This design comes from an exercise in tuning for small area on the open sky130 flow, not from production work.
Function was checked by simulation only, so behaviour that the tests miss may differ from the original.
Power and IR drop assume default switching activity.

run 3:
Design regfile_sb, start of the top module:
module regfile_sb
#(
    parameter int XLEN  = regfile_pkg::XLEN_DEF,
    parameter int NREG  = regfile_pkg::NREG_DEF,
    parameter int NREAD = 2,
    parameter int AW    = $clog2(NREG)
) (
    input  logic                  clk,
    input  logic                  rst_n,
    input  logic                  wen,
    input  logic [AW-1:0]         dsel,
    input  logic [XLEN-1:0]       d,
    input  logic [NREAD*AW-1:0]   rsel,
    output logic [NREAD*XLEN-1:0] rdata,
    output logic [NREAD-1:0]      rbusy,
    input  logic                  resv_en,
    input  logic [AW-1:0]         resv_sel,
    output logic                  resv_err
);
Size in the first run: about 2500 cells after synthesis, ~120 I/O pins, roughly 0.042 mm² of cells after synthesis.
==> module regfile_rdbit, before the edit <==
module regfile_rdbit
#(
    parameter int N = 32
) (
    input  logic [N-1:0] sel,
    input  logic [N-1:0] din,
    input  logic         fwd,
    input  logic         fwd_d,
    output logic         dout
);
    localparam int NG  = N / 3;
    localparam int REM = N % 3;
    localparam int NL  = NG + ((REM != 0) ? 1 : 0);
    localparam int NT  = (NL + 3) / 4;
    localparam int WL  = NL - 4 * (NT - 1);
    logic [NL-1:0] low_n;
    logic [NT-1:0] any;
    for (genvar g = 0; g < NG; g++) begin : g_grp
        regfile_aoi222 u_aoi (
            .a (sel[3*g +: 3]),
            .b (din[3*g +: 3]),
            .y (low_n[g])
        );
    end
    if (REM != 0) begin : g_rem
        assign low_n[NG] = ~|(sel[N-1:3*NG] & din[N-1:3*NG]);
    end
    for (genvar t = 0; t < NT - 1; t++) begin : g_nand
        regfile_nand #(.W(4)) u_nand (.a(low_n[4*t +: 4]), .y(any[t]));
    end
    regfile_nand #(.W(WL)) u_nand_last (.a(low_n[NL-1 -: WL]), .y(any[NT-1]));
    assign dout = fwd ? fwd_d : |any;
endmodule
==> module regfile_nand, before the edit <==
module regfile_nand
#(
    parameter int W = 4
) (
    input  logic [W-1:0] a,
    output logic       y
);
    assign y = ~&a;
endmodule
==> module regfile_sb, before the edit <==
module regfile_sb
#(
    parameter int XLEN  = regfile_pkg::XLEN_DEF,
    parameter int NREG  = regfile_pkg::NREG_DEF,
    parameter int NREAD = 2,
    parameter int AW    = $clog2(NREG)
) (
    input  logic                  clk,
    input  logic                  rst_n,
    input  logic                  wen,
    input  logic [AW-1:0]         dsel,
    input  logic [XLEN-1:0]       d,
    input  logic [NREAD*AW-1:0]   rsel,
    output logic [NREAD*XLEN-1:0] rdata,
    output logic [NREAD-1:0]      rbusy,
    input  logic                  resv_en,
    input  logic [AW-1:0]         resv_sel,
    output logic                  resv_err
);
    logic [XLEN-1:0] regs [1:NREG-1];
    logic [NREG-1:1] busy_q;
    logic            err_q;
    logic            wr_ok;
    logic            rv_ok;
    logic [XLEN-1:0] wdata;
    logic [NREG-1:0] wdec;
    logic [NREG-1:0] rdec;
    assign wr_ok = wen && (dsel != AW'(regfile_pkg::ZERO_REG));
    assign rv_ok = resv_en && (resv_sel != AW'(regfile_pkg::ZERO_REG));
    assign wdata = d & {XLEN{rst_n}};
    regfile_dec5 u_wdec (.en(wen), .sel(dsel), .out(wdec));
    regfile_dec5 u_rdec (.en(resv_en), .sel(resv_sel), .out(rdec));
    for (genvar k = 1; k < NREG; k++) begin : g_reg
        logic wsel;
        assign wsel = wdec[k] || !rst_n;
        always_ff @(posedge clk) begin
            if (wsel) begin
                regs[k] <= wdata;
            end
        end
        always_ff @(posedge clk) begin
            if (!rst_n) begin
                busy_q[k] <= 1'b0;
            end else if (rdec[k]) begin
                busy_q[k] <= 1'b1;
            end else if (wdec[k]) begin
                busy_q[k] <= 1'b0;
            end
        end
    end
    logic rv_busy;
    regfile_rdbit #(.N(NREG - 1)) u_rvbusy (
        .sel (rdec[NREG-1:1]),
        .din (busy_q & ~wdec[NREG-1:1]),
        .fwd (1'b0),
        .fwd_d(1'b0),
        .dout(rv_busy)
    );
    always_ff @(posedge clk) begin
        if (!rst_n) begin
            err_q <= 1'b0;
        end else if (rv_busy) begin
            err_q <= 1'b1;
        end
    end
    assign resv_err = err_q;
    for (genvar i = 0; i < NREAD; i++) begin : g_rd
        logic [AW-1:0]   sel;
        logic            hit;
        logic            fwd;
        logic [NREG-1:0] sdec;
        logic [XLEN-1:0] rd_val;
        logic            rd_busy;
        assign sel = rsel[i*AW +: AW];
        assign hit = wr_ok && (dsel == sel);
        assign fwd = hit && !(resv_en && (resv_sel == sel));
        regfile_dec5 u_sdec (.en(1'b1), .sel(sel), .out(sdec));
        for (genvar b = 0; b < XLEN; b++) begin : g_bit
            logic [NREG-2:0] col;
            for (genvar k = 1; k < NREG; k++) begin : g_col
                assign col[k-1] = regs[k][b];
            end
            regfile_rdbit #(.N(NREG - 1)) u_bit (
                .sel (sdec[NREG-1:1]),
                .din (col),
                .fwd (fwd),
                .fwd_d(d[b]),
                .dout(rd_val[b])
            );
        end
        regfile_rdbit #(.N(NREG - 1)) u_busy (
            .sel (sdec[NREG-1:1]),
            .din (busy_q),
            .fwd (hit),
            .fwd_d(1'b0),
            .dout(rd_busy)
        );
        assign rdata[i*XLEN +: XLEN] = rd_val;
        assign rbusy[i]              = rd_busy;
    end
endmodule
clock: 7.0 ns
lec_check: 0
cap_margin: 20
core_margin: 2
core_utilization: 40
slew_margin: 20
synth_hierarchical: 1
synth_minimum_keep_size: 0
run.sh (not shown) runs the stock make flow with config.mk's settings and CLKGATE_MAP_FILE= SYNTH_SCRIPT=/design/flow/synth_recipe.tcl, a recipe that flattens the netlist after the stock synthesis.
No crash in run 3: every stage finished, but the layout fails its final checks due to negative setup slack.
Input changes introduced in run 4 (baseline for comparison: run 3):
--- a/flow/design.v
+++ b/flow/design.v
@@ -31,30 +31,23 @@
     input  logic [N-1:0] sel,
     input  logic [N-1:0] din,
-    input  logic         fwd,
-    input  logic         fwd_d,
     output logic         dout
 );
     localparam int NG  = N / 3;
     localparam int REM = N % 3;
-    localparam int NL  = NG + ((REM != 0) ? 1 : 0);
-    localparam int NT  = (NL + 3) / 4;
-    localparam int WL  = NL - 4 * (NT - 1);
-    logic [NL-1:0] low_n;
-    logic [NT-1:0] any;
+    logic [NG-1:0] grp_n;
+    logic          rem_or;
     for (genvar g = 0; g < NG; g++) begin : g_grp
         regfile_aoi222 u_aoi (
             .a (sel[3*g +: 3]),
             .b (din[3*g +: 3]),
-            .y (low_n[g])
+            .y (grp_n[g])
         );
     end
     if (REM != 0) begin : g_rem
-        assign low_n[NG] = ~|(sel[N-1:3*NG] & din[N-1:3*NG]);
+        assign rem_or = |(sel[N-1:3*NG] & din[N-1:3*NG]);
+    end else begin : g_norem
+        assign rem_or = 1'b0;
     end
-    for (genvar t = 0; t < NT - 1; t++) begin : g_nand
-        regfile_nand #(.W(4)) u_nand (.a(low_n[4*t +: 4]), .y(any[t]));
-    end
-    regfile_nand #(.W(WL)) u_nand_last (.a(low_n[NL-1 -: WL]), .y(any[NT-1]));
-    assign dout = fwd ? fwd_d : |any;
+    assign dout = ~&grp_n || rem_or;
 endmodule
 module regfile_aoi222 (
@@ -78,13 +71,4 @@
 );
     assign y = ~(a | b);
-endmodule
-module regfile_nand
-#(
-    parameter int W = 4
-) (
-    input  logic [W-1:0] a,
-    output logic       y
-);
-    assign y = ~&a;
 endmodule
 module regfile_sb
@@ -142,6 +126,4 @@
         .sel (rdec[NREG-1:1]),
         .din (busy_q & ~wdec[NREG-1:1]),
-        .fwd (1'b0),
-        .fwd_d(1'b0),
         .dout(rv_busy)
     );
@@ -159,4 +141,5 @@
         logic            fwd;
         logic [NREG-1:0] sdec;
+        logic [NREG-1:0] onehot;
         logic [XLEN-1:0] rd_val;
         logic            rd_busy;
@@ -164,15 +147,15 @@
         assign hit = wr_ok && (dsel == sel);
         assign fwd = hit && !(resv_en && (resv_sel == sel));
-        regfile_dec5 u_sdec (.en(1'b1), .sel(sel), .out(sdec));
+        regfile_dec5 u_sdec (.en(!fwd), .sel(sel), .out(sdec));
+        assign onehot = {sdec[NREG-1:1], fwd};
         for (genvar b = 0; b < XLEN; b++) begin : g_bit
-            logic [NREG-2:0] col;
+            logic [NREG-1:0] col;
+            assign col[0] = d[b];
             for (genvar k = 1; k < NREG; k++) begin : g_col
-                assign col[k-1] = regs[k][b];
+                assign col[k] = regs[k][b];
             end
-            regfile_rdbit #(.N(NREG - 1)) u_bit (
-                .sel (sdec[NREG-1:1]),
+            regfile_rdbit #(.N(NREG)) u_bit (
+                .sel (onehot),
                 .din (col),
-                .fwd (fwd),
-                .fwd_d(d[b]),
                 .dout(rd_val[b])
             );
@@ -181,10 +164,8 @@
             .sel (sdec[NREG-1:1]),
             .din (busy_q),
-            .fwd (hit),
-            .fwd_d(1'b0),
             .dout(rd_busy)
         );
         assign rdata[i*XLEN +: XLEN] = rd_val;
-        assign rbusy[i]              = rd_busy;
+        assign rbusy[i]              = rd_busy && !hit;
     end
 endmodule
## What came out
Via count grows by a few percent when moving from run 3 to run 4.
Between run 4 and run 3, it is run 4 whose standby leakage power is higher, by 0.36 nW.
Count of antenna-violating nets left after detailed routing: run 4 vs run 3 identical
Taking run 3 as the reference, in run 4 fmax now sits lower, data-path buffer share of cell area in the final layout moved up, power consumed by sequential cells ~0 delta.
Between run 3 and run 4, combinational share of power increased.
Diff run 3 -> run 4: cell area after layout increased about 1.2%, non-clock buffer count increased 49.
For run 3, the worst-path cell with the longest stage delay was sky130_fd_sc_hd__nor4_1, unlike run 4, where it was sky130_fd_sc_hd__nor2_4.
Of run 3 and run 4, not a single run came through the flow clean.
[run 4] flow finished | final checks: failed | reasons: negative setup slack
Comparing run 3 and run 4, the lower first-iteration DRC count was measured on run 3.
Per the comparison of run 4 with run 3, overall fraction of global-route tracks in use now sits higher, share of cell area taken by flip-flops and latches now sits lower, minimum clock period now sits higher.

==> re-timing with driven ports <==
No port has a modelled driver above. Below, the same layouts with a new extraction and two added sets of constraints. Step 1 (the two cells are an assumption about what drives the block):
set clk [get_ports {clk}]
set_driving_cell -lib_cell sky130_fd_sc_hd__clkbuf_16 $clk
set_driving_cell -lib_cell sky130_fd_sc_hd__buf_2 [delete_from_list [all_inputs] $clk]
Step 2 moves the port delays by t, midway between the first and last clock arrival at a register: inputs arrive t later, outputs are due t later. That takes back most of the time a late clock gives input paths. Slacks: no drivers / after step 1 / after step 2; pairs: no drivers / after step 1.
run | t (ns) | setup WS [ns] | hold slack, ns | worst register clock-pin slew, ns
run 3 | 0.746 | -0.013 / -0.046 / -0.046 | 0.477 / 0.477 / 0.477 | 0.07 / 0.07
run 4 | 0.760 | -0.075 / -0.105 / -0.105 | 0.474 / 0.474 / 0.474 | 0.07 / 0.07
For run 3, which loses most, drivers alone change the setup slack by -0.033 ns; drivers and shift together by -0.033 ns.
